From an optimization exercise on the open Yosys and OpenROAD flow, aimed at a short achievable clock period and few clock cycles; shortcuts taken in it are not production practice.
Where RTL was checked, it was by simulation tests only, not by an equivalence proof against the original.
No activity file was given, so power comes from the tool's default toggle rates.

==> module rd_cache, before the edit <==
module rd_cache (
  input  wire         cclk,
  input  wire         reset,
  input  wire  [31:0] c_adr,          
  input  wire         c_re,
  output logic        c_rdy,
  output logic [31:0] c_dr,
  input  wire  [31:0] base,
  input  wire         clr,            
  output logic [39:0] araddr,         
  output logic [7:0]  arlen,
  output logic        arvalid,
  input  wire         arready,
  input  wire  [63:0] rdata,          
  input  wire         rlast,
  input  wire         rvalid,
  output logic        rready
);
  localparam int NK = 8;
  logic [NK-1:0] valid;               
  logic [23:0]   tag_mem  [NK];
  logic [3:0]    bv       [NK];       
  logic [63:0]   data_mem [NK][4];
  logic [1:0]    f_v;
  logic [1:0]    f_live;              
  logic [2:0]    f_idx [2];
  logic [1:0]    f_cnt;               
  logic          st_beat;             
  logic          want_q;              
  logic          want_hi;             
  logic [31:0]   r_adr;
  logic [32:0]   ar_q;                
  logic          rdy_q;
  logic [31:0]   dr_q;
  assign arlen  = ARLEN_VAL;
  assign rready = 1'b1;               
  assign araddr = {7'd0, ar_q};
  assign c_rdy  = rdy_q;
  assign c_dr   = dr_q;
  wire beat_in = rvalid && f_v[0];
  wire beat_wr = beat_in && f_live[0];
  wire take    = want_q && rvalid;    
  wire pop     = beat_in && (f_cnt == 2'd3);
  wire push    = arvalid && arready;
  wire        accept = c_re;
  wire [2:0]  q_idx = c_adr[7:5];
  wire [1:0]  q_k   = c_adr[4:3];
  wire        q_w   = c_adr[2];
  logic [NK-1:0] q_sel, q_eq, q_hit, q_now, q_rdyl, q_miss;
  always_comb begin
    for (int i = 0; i < NK; i++) begin
      q_sel[i]  = (q_idx == 3'(i));
      q_eq[i]   = valid[i] && (tag_mem[i] == c_adr[31:8]);
      q_hit[i]  = q_sel[i] && q_eq[i];
      q_now[i]  = beat_wr && (f_idx[0] == 3'(i)) && (f_cnt == q_k);
      q_rdyl[i] = q_hit[i] && (bv[i][q_k] || q_now[i]);
      q_miss[i] = accept && q_sel[i] && !q_eq[i];
    end
  end
  wire        q_tagm = |q_hit;
  wire        q_rdy  = |q_rdyl;
  wire        alloc  = accept && !q_tagm;     
  wire [63:0] q_line   = data_mem[q_idx][q_k];
  wire [31:0] q_line_w = q_w ? q_line[63:32] : q_line[31:0];
  wire        q_nowb = beat_wr && (f_idx[0] == q_idx) && (f_cnt == q_k);
  wire        bypass = take || q_nowb;
  wire        by_hi  = take ? want_hi : q_w;
  wire  [2:0] r_idx  = r_adr[7:5];
  wire  [1:0] r_k    = r_adr[4:3];
  wire  [2:0] n_ridx = accept ? q_idx : r_idx;
  wire  [1:0] n_rk   = accept ? q_k   : r_k;
  logic       n_beat;
  logic [1:0] n_fv, n_live;
  logic [2:0] n_f0, n_f1;
  logic [1:0] n_cnt;
  always_comb begin
    if (accept) n_beat = !q_rdy;
    else        n_beat = st_beat && !take;
    n_fv = f_v; n_live = f_live; n_f0 = f_idx[0]; n_f1 = f_idx[1];
    if (pop) begin
      n_fv   = {1'b0, f_v[1]};
      n_live = {1'b0, f_live[1]};
      n_f0   = f_idx[1];
    end
    if (alloc) begin
      if (n_f0 == q_idx) n_live[0] = 1'b0;
      if (n_f1 == q_idx) n_live[1] = 1'b0;
    end
    if (push) begin
      if (!n_fv[0]) begin n_fv[0] = 1'b1; n_live[0] = 1'b1; n_f0 = r_idx; end
      else          begin n_fv[1] = 1'b1; n_live[1] = 1'b1; n_f1 = r_idx; end
    end
    n_cnt = beat_in ? f_cnt + 2'd1 : f_cnt;
  end
  always_ff @(posedge cclk) begin
    if (accept) r_adr   <= c_adr;
    if (accept) want_hi <= q_w;
    if (accept) ar_q <= {1'b0, base} + {1'b0, c_adr[31:5], 5'd0};
    dr_q <= bypass ? (by_hi ? rdata[63:32] : rdata[31:0]) : q_line_w;
  end
  always_ff @(posedge cclk) begin
    rdy_q   <= !reset && ((accept && q_rdy) || take);
    arvalid <= !reset && (alloc || (arvalid && !arready));
    if (reset) begin
      st_beat  <= 1'b0;
      want_q   <= 1'b0;
      f_v      <= 2'b00;
      f_cnt    <= 2'd0;
    end else begin
      st_beat  <= n_beat;
      want_q   <= n_beat && n_fv[0] && n_live[0] && (n_f0 == n_ridx) && (n_cnt == n_rk);
      f_v      <= n_fv;
      f_live   <= n_live;
      f_idx[0] <= n_f0;
      f_idx[1] <= n_f1;
      f_cnt    <= n_cnt;
    end
  end
  always_ff @(posedge cclk) begin
    for (int i = 0; i < NK; i++) begin
      if (accept && q_sel[i]) tag_mem[i] <= c_adr[31:8];
      for (int j = 0; j < 4; j++) begin
        if (beat_wr && f_idx[0] == 3'(i) && f_cnt == 2'(j)) begin
          data_mem[i][j] <= rdata;
          bv[i][j]       <= 1'b1;
        end
      end
      if (q_miss[i]) bv[i] <= 4'b0000;
    end
  end
  always_ff @(posedge cclk) begin
    if (reset || clr) begin
      valid <= '0;
    end else begin
      for (int i = 0; i < NK; i++) if (q_miss[i]) valid[i] <= 1'b1;
    end
  end
endmodule
Settings: LEC_CHECK=0, CAP_MARGIN=50, CORE_MARGIN=2, CORE_UTILIZATION=50, CTS_CLUSTER_DIAMETER=100, CTS_CLUSTER_SIZE=20, SETUP_SLACK_MARGIN=3.0, SLEW_MARGIN=75; clock period 5.5 ns.
run.sh (not shown) runs the stock make flow with config.mk's settings and CLKGATE_MAP_FILE= SYNTH_SCRIPT=/design/flow/synth_recipe.tcl, a recipe that flattens the netlist after the stock synthesis.
Change:
--- a/flow/design.v
+++ b/flow/design.v
@@ -133,10 +133,17 @@
   end
   wire        q_tagm = |q_hit;
   wire        q_rdy  = |q_rdyl;
   wire        alloc  = accept && !q_tagm;     
-  wire [63:0] q_line   = data_mem[q_idx][q_k];
-  wire [31:0] q_line_w = q_w ? q_line[63:32] : q_line[31:0];
+  logic [31:0] q_line_w;
+  always_comb begin
+    q_line_w = '0;
+    for (int i = 0; i < NK; i++)
+      for (int j = 0; j < 4; j++)
+        for (int h = 0; h < 2; h++)
+          if (c_adr[7:2] == 6'(8 * i + 2 * j + h))
+            q_line_w = q_line_w | data_mem[i][j][32*h +: 32];
+  end
   wire        q_nowb = beat_wr && (f_idx[0] == q_idx) && (f_cnt == q_k);
   wire        bypass = take || q_nowb;
   wire        by_hi  = take ? want_hi : q_w;
   wire  [2:0] r_idx  = r_adr[7:5];
=>
- The new run completed with no timing, DRC or antenna violations
- routed wire length is higher by a few percent
- hold slack degrades by 4.3 ps
- power is lower slightly
- design area is lower slightly
- critical path depth is higher by 2
- final cell count is lower slightly
- area after synthesis is lower slightly
- via count is higher slightly
- global-route usage is higher by 1.2 points
Testbench counts after the change, summed over its fixed seeds: cycles 130,724.
Only the layout flow was run in the first run of this note; the RTL was not checked for function there.

---

tfacc_memif, a different RTL version from the one above (not shown whole).
For scale: ~4700 cells after synthesis, ~290 I/O pins, about 0.096 mm^2 of cells after synthesis.
==> module rd_cache, before the edit <==
module rd_cache (
  input  wire         cclk,
  input  wire         reset,
  input  wire  [31:0] c_adr,          
  input  wire         c_re,
  output logic        c_rdy,
  output logic [31:0] c_dr,
  input  wire  [31:0] base,
  input  wire         clr,            
  output logic [39:0] araddr,         
  output logic [7:0]  arlen,
  output logic        arvalid,
  input  wire         arready,
  input  wire  [63:0] rdata,          
  input  wire         rlast,
  input  wire         rvalid,
  output logic        rready
);
  localparam int NK = 8;
  logic [NK-1:0] valid;               
  logic [23:0]   tag_mem  [NK];
  logic [3:0]    bv       [NK];       
  logic [63:0]   data_mem [NK][4];
  logic [1:0]    f_v;
  logic [2:0]    f_idx [2];
  logic [1:0]    f_cnt;               
  logic          st_beat;             
  logic          st_issue;            
  logic [31:0]   r_adr;
  logic [32:0]   ar_q;
  assign arlen  = ARLEN_VAL;
  assign rready = 1'b1;               
  assign araddr = {7'd0, ar_q};
  wire beat_in = rvalid && f_v[0];
  logic want_q;                       
  wire  take    = want_q && rvalid;   
  wire pop     = beat_in && (f_cnt == 2'd3);
  wire push    = arvalid && arready;
  wire [2:0]  q_idx = c_adr[7:5];
  wire [1:0]  q_k   = c_adr[4:3];
  wire        q_w   = c_adr[2];
  logic [NK-1:0] q_eq;                
  always_comb
    for (int i = 0; i < NK; i++) q_eq[i] = valid[i] && (tag_mem[i] == c_adr[31:8]);
  wire        q_tagm = q_eq[q_idx];
  wire        q_bv   = bv[q_idx][q_k];
  wire        q_now  = beat_in && (f_idx[0] == q_idx) && (f_cnt == q_k);
  wire        q_rdy  = q_tagm && (q_bv || q_now);
  wire [63:0] q_line = data_mem[q_idx][q_k];
  wire [31:0] q_word = q_bv ? (q_w ? q_line[63:32] : q_line[31:0])
                            : (q_w ? rdata[63:32]  : rdata[31:0]);
  wire        q_busy = (f_v[0] && (f_idx[0] == q_idx)) ||
                       (f_v[1] && (f_idx[1] == q_idx));
  wire        accept = c_re;
  wire [2:0]  r_idx = r_adr[7:5];
  wire [1:0]  r_k   = r_adr[4:3];
  wire        r_busy = (f_v[0] && (f_idx[0] == r_idx)) ||
                       (f_v[1] && (f_idx[1] == r_idx));
  logic       want_hi;              
  logic       rdy_q;                
  logic [31:0] dr_q;
  assign c_rdy = rdy_q;
  assign c_dr  = dr_q;
  wire        alloc_q = accept && !q_tagm && !q_busy;
  wire        alloc_r = st_issue && !r_busy;
  wire [2:0]  a_idx   = alloc_q ? q_idx : r_idx;
  logic       n_beat, n_issue;
  logic [1:0] n_fv;
  logic [2:0] n_f0, n_f1;
  logic [1:0] n_cnt;
  wire  [2:0] n_ridx = accept ? q_idx : r_idx;
  wire  [1:0] n_rk   = accept ? q_k   : r_k;
  always_comb begin
    if (accept) begin
      n_beat  = !q_rdy && (q_tagm || !q_busy);
      n_issue = !q_tagm && q_busy;
    end else begin
      n_beat  = (st_beat && !take) || alloc_r;
      n_issue = st_issue && !alloc_r;
    end
    n_fv = f_v; n_f0 = f_idx[0]; n_f1 = f_idx[1];
    if (pop) begin
      n_fv = {1'b0, f_v[1]};
      n_f0 = f_idx[1];
    end
    if (push) begin
      if (!n_fv[0]) begin n_fv[0] = 1'b1; n_f0 = r_idx; end
      else          begin n_fv[1] = 1'b1; n_f1 = r_idx; end
    end
    n_cnt = beat_in ? f_cnt + 2'd1 : f_cnt;
  end
  always_ff @(posedge cclk) begin
    if (accept) r_adr <= c_adr;
    if (accept) want_hi <= q_w;
    if (accept) ar_q <= {1'b0, base} + {1'b0, c_adr[31:5], 5'd0};
    dr_q <= take ? (want_hi ? rdata[63:32] : rdata[31:0]) : q_word;
  end
  always_ff @(posedge cclk) begin
    if (reset) begin
      st_beat  <= 1'b0;
      st_issue <= 1'b0;
      rdy_q    <= 1'b0;
      want_q   <= 1'b0;
      arvalid  <= 1'b0;
      f_v      <= 2'b00;
      f_cnt    <= 2'd0;
    end else begin
      rdy_q    <= (accept && q_rdy) || take;
      st_beat  <= n_beat;
      st_issue <= n_issue;
      want_q   <= n_beat && n_fv[0] && (n_f0 == n_ridx) && (n_cnt == n_rk);
      if (alloc_q || alloc_r) arvalid <= 1'b1;
      else if (arready)       arvalid <= 1'b0;
      f_v      <= n_fv;
      f_idx[0] <= n_f0;
      f_idx[1] <= n_f1;
      f_cnt    <= n_cnt;
    end
  end
  always_ff @(posedge cclk) begin
    if (accept) tag_mem[q_idx] <= c_adr[31:8];
    if (alloc_q || alloc_r) bv[a_idx] <= 4'b0000;
    if (beat_in) begin
      data_mem[f_idx[0]][f_cnt] <= rdata;
      bv[f_idx[0]][f_cnt]       <= 1'b1;
    end
  end
  always_ff @(posedge cclk) begin
    if (reset || clr) begin
      valid <= '0;
    end else begin
      if (accept && !q_tagm) valid[q_idx] <= !q_busy;
      if (alloc_r)           valid[r_idx] <= 1'b1;
    end
  end
endmodule
==> flow/config.mk <==
export PLATFORM = sky130hd
export DESIGN_NAME = tfacc_memif
export DESIGN_NICKNAME = tfacc_memif
export VERILOG_FILES = /design/flow/design.v
export SDC_FILE = /design/flow/constraint.sdc
export NUM_CORES = 4
export LEC_CHECK = 0
export ABC_CLOCK_PERIOD_IN_PS = 2500
export CAP_MARGIN = 20
export CORE_MARGIN = 2
export CORE_UTILIZATION = 55
export SETUP_SLACK_MARGIN = 3.0
export SLEW_MARGIN = 20
==> flow/constraint.sdc <==
create_clock -name core_clock -period 5.5 [get_ports {cclk}]
set_input_delay 1.1000 -clock core_clock [delete_from_list [all_inputs] [get_ports {cclk}]]
set_output_delay 1.1000 -clock core_clock [all_outputs]
set_load 0.01 [all_outputs]
Change:
--- a/flow/design.v
+++ b/flow/design.v
@@ -94,20 +94,21 @@
   logic [NK-1:0] valid;               
   logic [23:0]   tag_mem  [NK];
   logic [3:0]    bv       [NK];       
   logic [63:0]   data_mem [NK][4];
   logic [1:0]    f_v;
+  logic [1:0]    f_live;              
   logic [2:0]    f_idx [2];
   logic [1:0]    f_cnt;               
   logic          st_beat;             
-  logic          st_issue;            
   logic [31:0]   r_adr;
   logic [32:0]   ar_q;
   assign arlen  = ARLEN_VAL;
   assign rready = 1'b1;               
   assign araddr = {7'd0, ar_q};
   wire beat_in = rvalid && f_v[0];
+  wire beat_wr = beat_in && f_live[0];
   logic want_q;                       
   wire  take    = want_q && rvalid;   
   wire pop     = beat_in && (f_cnt == 2'd3);
   wire push    = arvalid && arready;
   wire [2:0]  q_idx = c_adr[7:5];
@@ -116,52 +117,46 @@
   logic [NK-1:0] q_eq;                
   always_comb
     for (int i = 0; i < NK; i++) q_eq[i] = valid[i] && (tag_mem[i] == c_adr[31:8]);
   wire        q_tagm = q_eq[q_idx];
   wire        q_bv   = bv[q_idx][q_k];
-  wire        q_now  = beat_in && (f_idx[0] == q_idx) && (f_cnt == q_k);
+  wire        q_now  = beat_wr && (f_idx[0] == q_idx) && (f_cnt == q_k);
   wire        q_rdy  = q_tagm && (q_bv || q_now);
   wire [63:0] q_line = data_mem[q_idx][q_k];
   wire [31:0] q_word = q_bv ? (q_w ? q_line[63:32] : q_line[31:0])
                             : (q_w ? rdata[63:32]  : rdata[31:0]);
-  wire        q_busy = (f_v[0] && (f_idx[0] == q_idx)) ||
-                       (f_v[1] && (f_idx[1] == q_idx));
   wire        accept = c_re;
   wire [2:0]  r_idx = r_adr[7:5];
   wire [1:0]  r_k   = r_adr[4:3];
-  wire        r_busy = (f_v[0] && (f_idx[0] == r_idx)) ||
-                       (f_v[1] && (f_idx[1] == r_idx));
   logic       want_hi;              
   logic       rdy_q;                
   logic [31:0] dr_q;
   assign c_rdy = rdy_q;
   assign c_dr  = dr_q;
-  wire        alloc_q = accept && !q_tagm && !q_busy;
-  wire        alloc_r = st_issue && !r_busy;
-  wire [2:0]  a_idx   = alloc_q ? q_idx : r_idx;
-  logic       n_beat, n_issue;
-  logic [1:0] n_fv;
+  wire        alloc_q = accept && !q_tagm;
+  logic       n_beat;
+  logic [1:0] n_fv, n_live;
   logic [2:0] n_f0, n_f1;
   logic [1:0] n_cnt;
   wire  [2:0] n_ridx = accept ? q_idx : r_idx;
   wire  [1:0] n_rk   = accept ? q_k   : r_k;
   always_comb begin
-    if (accept) begin
-      n_beat  = !q_rdy && (q_tagm || !q_busy);
-      n_issue = !q_tagm && q_busy;
-    end else begin
-      n_beat  = (st_beat && !take) || alloc_r;
-      n_issue = st_issue && !alloc_r;
-    end
-    n_fv = f_v; n_f0 = f_idx[0]; n_f1 = f_idx[1];
+    if (accept) n_beat = !q_rdy;
+    else        n_beat = st_beat && !take;
+    n_fv = f_v; n_live = f_live; n_f0 = f_idx[0]; n_f1 = f_idx[1];
     if (pop) begin
-      n_fv = {1'b0, f_v[1]};
-      n_f0 = f_idx[1];
+      n_fv   = {1'b0, f_v[1]};
+      n_live = {1'b0, f_live[1]};
+      n_f0   = f_idx[1];
+    end
+    if (alloc_q) begin
+      if (n_f0 == q_idx) n_live[0] = 1'b0;
+      if (n_f1 == q_idx) n_live[1] = 1'b0;
     end
     if (push) begin
-      if (!n_fv[0]) begin n_fv[0] = 1'b1; n_f0 = r_idx; end
-      else          begin n_fv[1] = 1'b1; n_f1 = r_idx; end
+      if (!n_fv[0]) begin n_fv[0] = 1'b1; n_live[0] = 1'b1; n_f0 = r_idx; end
+      else          begin n_fv[1] = 1'b1; n_live[1] = 1'b1; n_f1 = r_idx; end
     end
     n_cnt = beat_in ? f_cnt + 2'd1 : f_cnt;
   end
   always_ff @(posedge cclk) begin
     if (accept) r_adr <= c_adr;
@@ -170,43 +165,41 @@
     dr_q <= take ? (want_hi ? rdata[63:32] : rdata[31:0]) : q_word;
   end
   always_ff @(posedge cclk) begin
     if (reset) begin
       st_beat  <= 1'b0;
-      st_issue <= 1'b0;
       rdy_q    <= 1'b0;
       want_q   <= 1'b0;
       arvalid  <= 1'b0;
       f_v      <= 2'b00;
       f_cnt    <= 2'd0;
     end else begin
       rdy_q    <= (accept && q_rdy) || take;
       st_beat  <= n_beat;
-      st_issue <= n_issue;
-      want_q   <= n_beat && n_fv[0] && (n_f0 == n_ridx) && (n_cnt == n_rk);
-      if (alloc_q || alloc_r) arvalid <= 1'b1;
+      want_q   <= n_beat && n_fv[0] && n_live[0] && (n_f0 == n_ridx) && (n_cnt == n_rk);
+      if (alloc_q)            arvalid <= 1'b1;
       else if (arready)       arvalid <= 1'b0;
       f_v      <= n_fv;
+      f_live   <= n_live;
       f_idx[0] <= n_f0;
       f_idx[1] <= n_f1;
       f_cnt    <= n_cnt;
     end
   end
   always_ff @(posedge cclk) begin
     if (accept) tag_mem[q_idx] <= c_adr[31:8];
-    if (alloc_q || alloc_r) bv[a_idx] <= 4'b0000;
-    if (beat_in) begin
+    if (beat_wr) begin
       data_mem[f_idx[0]][f_cnt] <= rdata;
       bv[f_idx[0]][f_cnt]       <= 1'b1;
     end
+    if (alloc_q) bv[q_idx] <= 4'b0000;
   end
   always_ff @(posedge cclk) begin
     if (reset || clr) begin
       valid <= '0;
     end else begin
-      if (accept && !q_tagm) valid[q_idx] <= !q_busy;
-      if (alloc_r)           valid[r_idx] <= 1'b1;
+      if (alloc_q) valid[q_idx] <= 1'b1;
     end
   end
 endmodule
 `default_nettype wire
 `timescale 1ns/1ps
Final area rose slightly. Wire length rose by a few percent. Clock power stays flat. Worst setup slack improves by 0.22 ns. Cell count rose slightly. Core utilization rose by 1.3 points. Total power is about the same. Synthesized area fell slightly. Via count rose by a few percent.
Testbench counts after the change, summed over its fixed seeds: cycles 130,724.
Only the layout flow was run in the first run of this note; the RTL was not checked for function there.

## port drivers added, routing unchanged
In the flow no input, the clock included, has a driving cell. The finished layouts below were timed again as built, in two steps. Step 1 (the two cells are an assumption about what drives the block):
set clk [get_ports {cclk}]
set_driving_cell -lib_cell sky130_fd_sc_hd__clkbuf_16 $clk
set_driving_cell -lib_cell sky130_fd_sc_hd__buf_2 [delete_from_list [all_inputs] $clk]
Step 2 times the ports against the registers' clock, not the clock port: input delays grow and output delays shrink by t, the midpoint of the rising clock arrivals with the driver on. Three values: ideal ports, drivers, drivers and shift; two values: the first two.
run | t, ns | setup slack, ns | worst setup path after step 2 | cell pins on the clock port's net
the first run of note 1 | 0.919 | 2.726 / 2.647 / 1.728 | input to register | 1
the second run of note 1 | 0.915 | 2.859 / 2.849 / 1.933 | input to register | 1
the first run of note 2 | 0.946 | 2.543 / 2.591 / 1.645 | input to register | 1
the second run of note 2 | 0.956 | 2.763 / 2.492 / 1.536 | input to register | 1
After both steps every run listed still meets setup and hold. The setup slack of the second run of note 2, which loses most, moves by -0.271 ns with the drivers and by -1.227 ns with both steps.
